This design comes from an exercise in tuning for small area, a short achievable clock period and few clock cycles per item on the open sky130 flow, not from production work.
The RTL was checked by simulation tests, not by an equivalence proof against the original design.

--- flow/run.sh ---
#!/bin/bash
# synth_recipe.tcl (not shown) runs the flow's synth.tcl, then flattens the netlist and writes it again
# the make line also repeats each setting of config.mk as NAME=value (left out here)
make -C /OpenROAD-flow-scripts/flow DESIGN_CONFIG=/design/flow/config.mk WORK_HOME=/design/flow/orfs CLKGATE_MAP_FILE= SYNTH_SCRIPT=/design/flow/synth_recipe.tcl finish
--- flow/config.mk ---
export PLATFORM = sky130hd
export DESIGN_NAME = priority_round_robin_task_scheduler_core
export DESIGN_NICKNAME = priority_round_robin_task_scheduler_core
export VERILOG_FILES = /design/flow/design.v
export SDC_FILE = /design/flow/constraint.sdc
export NUM_CORES = 4
export LEC_CHECK = 0
export CAP_MARGIN = 20
export CORE_MARGIN = 2
export CORE_UTILIZATION = 40
export SLEW_MARGIN = 20
--- flow/constraint.sdc ---
create_clock -name core_clock -period 10.0 [get_ports {clk}]
set_input_delay 2.0000 -clock core_clock [delete_from_list [all_inputs] [get_ports {clk}]]
set_output_delay 2.0000 -clock core_clock [all_outputs]
set_load 0.01 [all_outputs]
--- flow/design.v ---
`timescale 1ns / 1ps
package prrts_pkg;
    localparam int MAX_TASKS = 16;
    localparam int IDX_W     = 4;
    localparam int CNT_W     = 5;
    localparam logic [2:0] FN_CREATE = 3'd0;
    localparam logic [2:0] FN_TICK   = 3'd1;
    localparam logic [2:0] FN_DELAY  = 3'd2;
    localparam logic [2:0] FN_SWITCH = 3'd3;
    localparam logic [2:0] FN_START  = 3'd4;
    localparam logic [1:0] RES_OK       = 2'd0;
    localparam logic [1:0] RES_FULL     = 2'd1;
    localparam logic [1:0] RES_NO_TASKS = 2'd2;
    localparam logic [1:0] RES_IGNORED  = 2'd3;
    localparam int KEY_W = 9;
endpackage
`timescale 1ns / 1ps
module prrts_cell (
    input  logic [prrts_pkg::KEY_W-1:0] key_l,
    input  logic [3:0]                  idx_l,
    input  logic [31:0]                 sp_l,
    input  logic                        cur_l,
    input  logic [prrts_pkg::KEY_W-1:0] key_r,
    input  logic [3:0]                  idx_r,
    input  logic [31:0]                 sp_r,
    input  logic                        cur_r,
    output logic [prrts_pkg::KEY_W-1:0] key_o,
    output logic [3:0]                  idx_o,
    output logic [31:0]                 sp_o,
    output logic                        cur_o
);
    logic pick_r;
    assign pick_r = (key_r < key_l);
    assign key_o  = pick_r ? key_r : key_l;
    assign idx_o  = pick_r ? idx_r : idx_l;
    assign sp_o   = pick_r ? sp_r  : sp_l;
    assign cur_o  = pick_r ? cur_r : cur_l;
endmodule
`timescale 1ns / 1ps
module prrts_ctrl (
    input  logic [15:0][prrts_pkg::KEY_W-1:0] key,
    input  logic [15:0][31:0]                 sp,
    input  logic [15:0]                       is_cur,
    output logic [3:0]                        win_idx,
    output logic [31:0]                       win_sp,
    output logic                              win_cur
);
    logic [30:0][prrts_pkg::KEY_W-1:0] nk;
    logic [30:0][3:0]                  ni;
    logic [30:0][31:0]                 ns;
    logic [30:0]                       nc;
    for (genvar i = 0; i < 16; i++)
    begin : g_leaf
        assign nk[15+i] = key[i];
        assign ni[15+i] = 4'(i);
        assign ns[15+i] = sp[i];
        assign nc[15+i] = is_cur[i];
    end
    for (genvar n = 0; n < 15; n++)
    begin : g_node
        prrts_cell u_node (
            .key_l (nk[2*n+1]), .idx_l (ni[2*n+1]), .sp_l (ns[2*n+1]), .cur_l (nc[2*n+1]),
            .key_r (nk[2*n+2]), .idx_r (ni[2*n+2]), .sp_r (ns[2*n+2]), .cur_r (nc[2*n+2]),
            .key_o (nk[n]),     .idx_o (ni[n]),     .sp_o (ns[n]),     .cur_o (nc[n])
        );
    end
    assign win_idx = ni[0];
    assign win_sp  = ns[0];
    assign win_cur = nc[0];
endmodule
`timescale 1ns / 1ps
module priority_round_robin_task_scheduler_core (
    input  logic        clk,
    input  logic        rst_n,
    input  logic        in_valid,
    output logic        in_ready,
    input  logic [2:0]  func,
    input  logic [7:0]  priority_req,
    input  logic [31:0] stack_pointer,
    input  logic [31:0] delay_ticks,
    output logic        out_valid,
    input  logic        out_ready,
    output logic [1:0]  status,
    output logic [3:0]  task_index,
    output logic [31:0] task_sp,
    output logic        switch_request
);
    logic [4:0]        count_q;
    logic [3:0]        cur_q;
    logic              cur_valid_q;
    logic              running_q;
    logic [15:0]       run_q;
    logic [31:0]       time_q;
    logic [15:0][31:0] sp_q;
    logic [15:0][7:0]  prio_q;
    logic [15:1][31:0] wake_q;
    logic              out_valid_q;
    logic [1:0]        status_q;
    logic [3:0]        index_q;
    logic [31:0]       tsp_q;
    logic              req_q;
    logic        take;
    logic        fn_create, fn_tick, fn_delay, fn_switch, fn_start;
    logic        full, empty, dly_ok;
    logic [31:0] time_inc;
    logic [31:0] wake_new;
    assign in_ready  = !out_valid_q || out_ready;
    assign take      = in_valid && in_ready;
    assign fn_create = (func == prrts_pkg::FN_CREATE);
    assign fn_tick   = (func == prrts_pkg::FN_TICK);
    assign fn_delay  = (func == prrts_pkg::FN_DELAY);
    assign fn_switch = (func == prrts_pkg::FN_SWITCH);
    assign fn_start  = (func == prrts_pkg::FN_START);
    assign full      = count_q[4];
    assign empty     = (count_q == '0);
    assign dly_ok    = cur_valid_q && (delay_ticks != '0);
    assign time_inc  = time_q + 32'd1;
    assign wake_new  = time_q + delay_ticks;
    logic [15:0][prrts_pkg::KEY_W-1:0] key;
    logic [15:0]            is_cur;
    logic [3:0]             win_idx;
    logic [31:0]            win_sp;
    logic                   win_cur;
    logic [31:0]            sel_sp;
    always_comb
    begin
        for (int i = 0; i < 16; i++)
        begin
            if (!run_q[i] || (prio_q[i] == 8'hFF))
                key[i] = '1;
            else
                key[i] = {prio_q[i], !(4'(i) > cur_q)};
            is_cur[i] = (4'(i) == cur_q);
        end
    end
    prrts_ctrl u_sel (
        .key     (key),
        .sp      (sp_q),
        .is_cur  (is_cur),
        .win_idx (win_idx),
        .win_sp  (win_sp),
        .win_cur (win_cur)
    );
    assign sel_sp = (cur_valid_q && win_cur) ? stack_pointer : win_sp;
    always_ff @(posedge clk)
    begin
        for (int i = 0; i < 16; i++)
        begin
            if (take && ((fn_create && (count_q == 5'(i))) ||
                         (fn_switch && cur_valid_q && (cur_q == 4'(i)))))
                sp_q[i] <= stack_pointer;
            if (take && fn_create && (count_q == 5'(i)))
                prio_q[i] <= priority_req;
        end
        for (int i = 1; i < 16; i++)
        begin
            if (take && fn_delay && dly_ok && (cur_q == 4'(i)))
                wake_q[i] <= wake_new;
        end
    end
    always_ff @(posedge clk or negedge rst_n)
    begin
        if (!rst_n)
        begin
            count_q     <= '0;
            cur_q       <= '0;
            cur_valid_q <= 1'b0;
            running_q   <= 1'b0;
            run_q       <= '0;
            time_q      <= '0;
        end
        else if (take)
        begin
            if (fn_create && !full)
            begin
                count_q              <= count_q + 5'd1;
                run_q[count_q[3:0]]  <= 1'b1;
            end
            if (fn_tick)
            begin
                time_q <= time_inc;
                for (int i = 1; i < 16; i++)
                begin
                    if ((5'(i) < count_q) && !run_q[i] && (wake_q[i] == time_inc))
                        run_q[i] <= 1'b1;
                end
            end
            if (fn_delay && dly_ok)
                run_q[cur_q] <= 1'b0;
            if (fn_switch && !empty)
            begin
                cur_q          <= win_idx;
                cur_valid_q    <= 1'b1;
                run_q[win_idx] <= 1'b1;
            end
            if (fn_start && !empty)
            begin
                running_q   <= 1'b1;
                cur_valid_q <= 1'b0;
            end
        end
    end
    always_ff @(posedge clk or negedge rst_n)
    begin
        if (!rst_n)
            out_valid_q <= 1'b0;
        else if (take)
            out_valid_q <= 1'b1;
        else if (out_ready)
            out_valid_q <= 1'b0;
    end
    always_ff @(posedge clk)
    begin
        if (take)
        begin
            status_q <= prrts_pkg::RES_OK;
            index_q  <= '0;
            tsp_q    <= '0;
            req_q    <= 1'b0;
            if (fn_create)
            begin
                if (full)
                    status_q <= prrts_pkg::RES_FULL;
                else
                    index_q <= count_q[3:0];
            end
            else if (fn_tick)
            begin
            end
            else if (fn_delay)
            begin
                if (dly_ok)
                    req_q <= running_q;
                else
                    status_q <= prrts_pkg::RES_IGNORED;
            end
            else if (fn_switch)
            begin
                if (empty)
                    status_q <= prrts_pkg::RES_NO_TASKS;
                else
                begin
                    index_q <= win_idx;
                    tsp_q   <= sel_sp;
                end
            end
            else if (fn_start)
            begin
                if (empty)
                    status_q <= prrts_pkg::RES_NO_TASKS;
                else
                    req_q <= 1'b1;
            end
            else
                status_q <= prrts_pkg::RES_IGNORED;
        end
    end
    assign out_valid      = out_valid_q;
    assign status         = status_q;
    assign task_index     = index_q;
    assign task_sp        = tsp_q;
    assign switch_request = req_q;
endmodule
==> results of run 1 <==
## Yosys cell counts, drive strengths merged, types with 45 or more instances
master and n:
nor2 188, a21o 48, nand2 256, ha 159, a21oi 188, a31oi 46
a211oi 48, inv 71, xor2 260, o21ai 138, o211ai 45, nor2b 75
mux2 65, nor4 82, xnor2 313, nand4 123, edfxtp 1159, clkbuf 158
nand3 60, mux2i 299, nand2b 77, dfrtp 60
## through the flow
step	TNS (ps)	instance area [um2]	setup slack (ps)	utilization
2_1_floorplan	-1.85	57500	-1.85	-
3_3_place_gp	0	61900	365	0.433
3_5_place_dp	0	62000	78.8	0.433
4_1_cts	0	66200	39.5	0.463
5_1_grt	0	66600	3.91	0.465
6_report	0	66600	578	0.465
## state kept, by name, indices dropped and copies added, names as in the netlist
| signal | cells |
|---|---|
| running_q | 1 |
| time_q | 32 |
| run_q | 16 |
| count_q | 5 |
| status_q | 2 |
| cur_q | 4 |
| req_q | 1 |
| tsp_q | 32 |
| sp_q | 512 |
| prio_q | 128 |
| wake_q | 480 |
| cur_valid_q | 1 |
| out_valid_q | 1 |
| index_q | 4 |
## what timing repair did
item	in CTS	in global routing
buffers inserted	0	16
endpoints found under the setup margin	0	50
resized for setup	0	20
## path summary, 6_finish.rpt
path / start / to
setup / recovery: run_q[6] / run_q[15]
hold reg to reg: running_q / running_q
max in group asynchronous: rst_n / run_q[9]
hold / removal: running_q / running_q
setup reg to reg: run_q[6] / run_q[15]
min in group asynchronous: rst_n / time_q[19]
## kinds of logic after synthesis
family / share of synthesized area
compound gates: 0.0752
fa+ha+maj: 0.0350
mux: 0.0648
simple gates: 0.0881
flops: 0.632
buf+inv: 0.0180
xor+xnor: 0.0873
## cell usage in the layout, fill, tap and decap left out, drive strengths merged, types with 74 or more instances in the layout
| master | synthesis | routed |
|---|---|---|
| o21ai | 138 | 138 |
| clkdlybuf4s50 | 0 | 116 |
| edfxtp | 1159 | 1159 |
| xor2 | 260 | 260 |
| nand2 | 256 | 256 |
| xnor2 | 313 | 313 |
| nor2 | 188 | 188 |
| mux2i | 299 | 299 |
| nor4 | 82 | 82 |
| a21oi | 188 | 188 |
| buf | 37 | 153 |
| nor2b | 75 | 75 |
| clkbuf | 158 | 174 |
| nand4 | 123 | 123 |
| ha | 159 | 159 |
| inv | 71 | 74 |
| nand2b | 77 | 77 |
## critical path, delay by kind of cell, from the launching register on
family	cells	cell delay, ps
adder cells (fa/ha/maj)	5	1500
AO/OA/AOI/OAI	32	5130
buffers and inverters	2	330
multiplexers	1	230
flip-flops	1	460
AND/OR/NAND/NOR	10	1670
## metal layers
metal / track usage / share of wire / up-vias
met1: 0.297 / 0.44 / 18000
met2: 0.345 / 0.47 / 1229
li1: - / - / 16400
met5: 0 / 0.00027 / -
met3: 0.0378 / 0.065 / 286
met4: 0.0660 / 0.026 / 8
## cell type report
class | instances | area (um2) | share of cell area
clock inverter | 69 | 578 | 0.00868
multi-input combinational | 2766 | 20900 | 0.314
antenna | 4 | 10.0 | 0.000150
timing repair buffer | 269 | 2440 | 0.0366
inverter | 71 | 268 | 0.00402
clock buffer | 174 | 3680 | 0.0553
tap | 1903 | 2380 | 0.0358
sequential | 1219 | 36300 | 0.545
==> flow_summary.yaml, run 1 <==
synth:
  seq_area_frac_synth: 0.632
  ys_seq_elements: 1219
  syn_avg_cell_area_um2: 13.5
  yosys_warnings: 1
  synth.net_count: 4489
  yosysTopAreaCellShare: 0.606
  yosys-top-cells-area: "edfxtp_1 (61%), mux2i_1 (5.2%), xnor2_1 (4.8%)"
  synthCells: 4250
  synth_edf_count: 1159
  synth_cell_types: 81
  synth_ff_type: "edfxtp_1"
  netlist_area_um2: 57500
  async_reset_ff_frac: 0.0492
  netlist.top_cell.by_area: "edfxtp_1"
critical_path:
  endpoint_kind: "flop"
  worst_path_max_delay_cell: "or4_4"
  cp.arrival_ps: 10100
  crit_top_cell: "a21o_1"
  cp_max_fo: 14
  crit_type: "reg2reg"
  r2r_slack_ps: 580
  crit_required_ps: 10680
  r2r_cells: 50
  slowest_delay_ps: 530
  setup.worst_path.start_class: "flop"
timing:
  worstMarginPinSlew_ps: 1130
  setup_viol: 0
  clock_skew_ps: 45.7
  fin_hold_ws_ps: 481
  max_slew_margin: 0.242
  rsz0062_at_grt: "no"
  max_freq_mhz: 106
  report.final.hold_viol_count: 0
  period_minus_slack_ps: 9420
  drv_slew: 0
  fin_crit_sh: 0.942
clock_tree:
  ctsHoldBuffers: 0
  clk_pin_slew_ps: 60
  cts_tree: "done"
  cts-root-buf: "clkbuf_16"
  clock-sinks: 1219
  clock_latency_ps: 790
  cts_max_path_buffers: 3
  cts_buffers: 137
  h-tree-depth: 4
cells_and_area:
  syn2layout_area_growth_pct: 15.9
  nNetsFinal: 4703
  fill_cells: 12600
  stdcell_count: 6475
  final_layout_size_suffix_gt1_frac: 0.118
min_path:
  hold_path_depth: 1
  hp-class: "reg2reg"
placement:
  finalWeightedCongestion: 0.930
  post-place-cells: 6204
  portBuffers: 119
  dp_hpwl_um: 98700
global_route:
  grt_antenna_before_repair: 9
  grt_pass1_wl_um: 233000
  grt_use_total: 0.215
  gr-total-overflow: 0
  grt_pass1_vias: 35200
  grt_max_degree: 66
floorplan:
  io_pins: 120
  die_area_um2: 147000
  core_um2: 143000
  die_height_um: 383
  fp.dieW_um: 383
  start_util: 0.402
  rows: 139
detailed_routing:
  wl_per_cell_um: 24.7
  drt_pre_antenna_iters: 6
  via_per_inst: 5.54
  routed_wirelength_um: 160000
  drc: 0
  drtIter0Drc: 3342
  postRouteAntennaNets: 0
  vias: 35900
run:
  max_cap_viol_count: 0
run_status:
  outcome: "finished clean"
Testbench counts, summed over its fixed seeds: cycles 5,727, items 5,719.
==> inputs of run 2 (changes only) <==
--- a/flow/design.v
+++ b/flow/design.v
@@ -32,3 +32,13 @@
     logic pick_r;
-    assign pick_r = (key_r < key_l);
+    always_comb
+    begin
+        logic eq_above;
+        pick_r   = 1'b0;
+        eq_above = 1'b1;
+        for (int b = prrts_pkg::KEY_W - 1; b >= 0; b--)
+        begin
+            pick_r   = pick_r | (eq_above & key_l[b] & ~key_r[b]);
+            eq_above = eq_above & ~(key_l[b] ^ key_r[b]);
+        end
+    end
     assign key_o  = pick_r ? key_r : key_l;
==> run 2 against run 1 <==
Routed wire length up 1.2%; critical path type unchanged; final cell count up 3.2%; hold slack better by 6.8 ps; die area up 0.57%; non-clock buffer count down 12; synthesized area up 0.58%; clock-buffer cell count down 2; sequential cell count unchanged; first-iteration DRC count up 2.5%; sequential share of layout area about the same.
==> flow_summary.yaml, run 2 <==
critical_path:
  worst_path_max_delay_cell: "dfrtp_1"
  cp_max_fo: 27
  endpoint_kind: "flop"
  crit_required_ps: 10630
  path_buf_inv: 3
  setup.worst_path.start_class: "flop"
  r2r_cells: 37
  worst-path-stages: 37
  cp.arrival_ps: 10050
  crit_family: "compound AO/OA/AOI/OAI gates"
  slowest_delay_ps: 520
  crit_type: "reg2reg"
floorplan:
  io_pins: 120
  start_util: 0.403
  fp.dieW_um: 384
  die_height_um: 384
  rows: 139
  core_um2: 143000
  die_area_um2: 148000
cells_and_area:
  largestRegisters: "sp_q x512, wake_q x480, prio_q x128"
  fin_area_um2: 66600
  largest_reg_flops: 512
  utilization: 0.464
  final_common_cell: "edfxtp_1"
  nNetsFinal: 4817
  final_layout_size_suffix_gt1_frac: 0.115
  largest-register: "sp_q"
  layout_common_cells: "edfxtp_1 (1159), nor2_1 (374), xnor2_1 (267)"
  syn2layout_area_growth_pct: 15.1
placement:
  finalWeightedCongestion: 0.934
  placed_area_um2: 62400
  place_ws_ps: 467
  portBuffers: 119
  dp_hpwl_um: 104000
timing:
  max_slew_margin: 0.212
  report.final.hold_viol_count: 0
  setup_ws_ps: 589
  drv_slew: 0
  tns_ps: 0
  worstMarginPinSlew_ps: 1180
  max_freq_mhz: 106
  clock_skew_ps: 31.8
  period_minus_slack_ps: 9410
  rsz0062_at_grt: "no"
  fin_crit_sh: 0.941
  setup_viol: 0
synth:
  ys_seq_elements: 1219
  yosysMostFrequentCell: "edfxtp_1"
  yosys-top-cells-area: "edfxtp_1 (60%), xnor2_1 (4.5%), xor2_1 (4.2%)"
  netlist_area_um2: 57800
  yosysTopAreaCellShare: 0.602
  syn_avg_cell_area_um2: 12.9
  synth_common_cells: "edfxtp_1 (1159), nor2_1 (393), xnor2_1 (300), xor2_1 (275), nand2_1 (245)"
  synth_ff_type: "edfxtp_1"
  synth.net_count: 4623
  seq_area_frac_synth: 0.628
  synth_cell_types: 106
  synth_edf_count: 1159
  netlist.top_cell.by_area: "edfxtp_1"
  async_reset_ff_frac: 0.0492
  synthCells: 4480
  yosys_warnings: 2
detailed_routing:
  drc: 0
  vias: 37500
  drtIter0Drc: 3427
  drt_pre_antenna_iters: 5
  met1_length_um: 71600
  routed_wirelength_um: 162000
  via_per_inst: 5.61
  wl_met3_um: 10500
  postRouteAntennaNets: 0
  top_layer: "met5"
  route.met2.wl_um: 75500
  wl_per_cell_um: 24.2
clock_tree:
  clock_latency_ps: 780
  cts_tree: "done"
  clock-sinks: 1219
  cts_max_path_buffers: 3
  cts_buffers: 133
  h-tree-depth: 4
  cts-root-buf: "clkbuf_16"
  clk_pin_slew_ps: 60
min_path:
  hold_path_depth: 1
  hp-class: "reg2reg"
global_route:
  gr-total-overflow: 0
  grt_use_total: 0.217
  grt_antenna_before_repair: 10
  grt_pass1_wl_um: 239000
  grt_pass1_vias: 36500
  grt_max_degree: 71
run:
  max_cap_viol_count: 0
run_status:
  outcome: "finished clean"
==> run 2: cell types whose count changed after synthesis, moves of 27 or more <==
cell	previous run	this run
nor2_1	188	393
ha_1	159	63
mux2i_1	299	203
a211oi_1	48	113
nand4_1	123	82
nor2b_1	75	116
nor3_1	40	80
o21ai_0	128	96
a21o_1	48	17
and2_1	42	11
nand3_1	60	89
inv_1	70	97
o31ai_1	41	14
==> run 2: what timing repair did <==
action / in CTS / in global routing
setup endpoints to repair: 0 / 7
hold buffers: 0 / 0
setup buffers: 0 / 0
gates resized for setup: 0 / 6
==> run 2: per-layer routing <==
layer  up-vias  global-route usage
met5         -                   0
met2      1290               0.347
met1     18800               0.304
met4         8              0.0654
met3       244              0.0361
li1      17200                   -
==> run 2: worst paths after layout <==
| kind | startpoint | end | slack (ps) |
|---|---|---|---|
| max | cur_q[0] | run_q[15] | 590 |
| min | running_q | running_q | 490 |
| max reg2reg | cur_q[0] | run_q[15] | 590 |
| min reg2reg | running_q | running_q | 490 |
| max in group asynchronous | rst_n | cur_q[1] | 7870 |
| min in group asynchronous | rst_n | time_q[28] | 1380 |
==> run 2: worst reg2reg max path: cells and delay by family, from the launching register on <==
kind,cells,cell delay [ps]
compound gates,20,5100
flops,1,520
mux,1,340
fa+ha+maj,5,1700
simple gates,8,1010
buf+inv,3,630
==> run 2: kinds of logic after synthesis <==
family / Yosys count / synth area share
fa+ha+maj: 69 / 0.0149
xor+xnor: 575 / 0.0871
compound gates: 786 / 0.0922
simple gates: 1245 / 0.105
flops: 1219 / 0.628
mux: 289 / 0.0520
buf+inv: 297 / 0.0205
==> run 2: through the flow <==
step,instances,hold slack (ps)
6_report,6684,488
5_1_grt,6683,509
4_1_cts,6679,487
3_5_place_dp,6438,473
3_3_place_gp,6437,463
2_1_floorplan,4480,444
==> run 2: area by class of cell <==
type / instances / area [um2]
well taps: 1903 / 2380
flip-flops and latches: 1219 / 36300
fillers: 12700 / 76900
multi-input cells: 2964 / 21100
clock inverters: 69 / 468
repair buffers: 257 / 2330
inverters: 99 / 373
clock buffers: 172 / 3600
diodes: 1 / 2.50
Testbench counts of run 2, summed over its fixed seeds: cycles 5,727, items 5,719.

==> afterwards: timing with drivers on the ports <==
The results above use ideal ports. As a check the final layouts listed here were re-extracted and re-timed, cells and wires unchanged. Step 1 sets driving cells, clkbuf_16 on the clock port and buf_2 on the other inputs (assumed; they add their load-dependent delay and slew). Step 2 also shifts input and output timing later by t, the mid clock arrival at the registers, as if the neighbouring blocks saw the same clock. a / b / c = no drivers / after step 1 / after step 2; a / b = the first two.
| run | shift t [ns] | setup slack, ns | hold slack, ns |
|---|---|---|---|
| run 1 | 0.842 | 0.578 / 0.578 / 0.578 | 0.481 / 0.481 / 0.481 |
| run 2 | 0.830 | 0.589 / 0.589 / 0.589 | 0.488 / 0.488 / 0.488 |
After both steps every run listed still meets setup and hold.
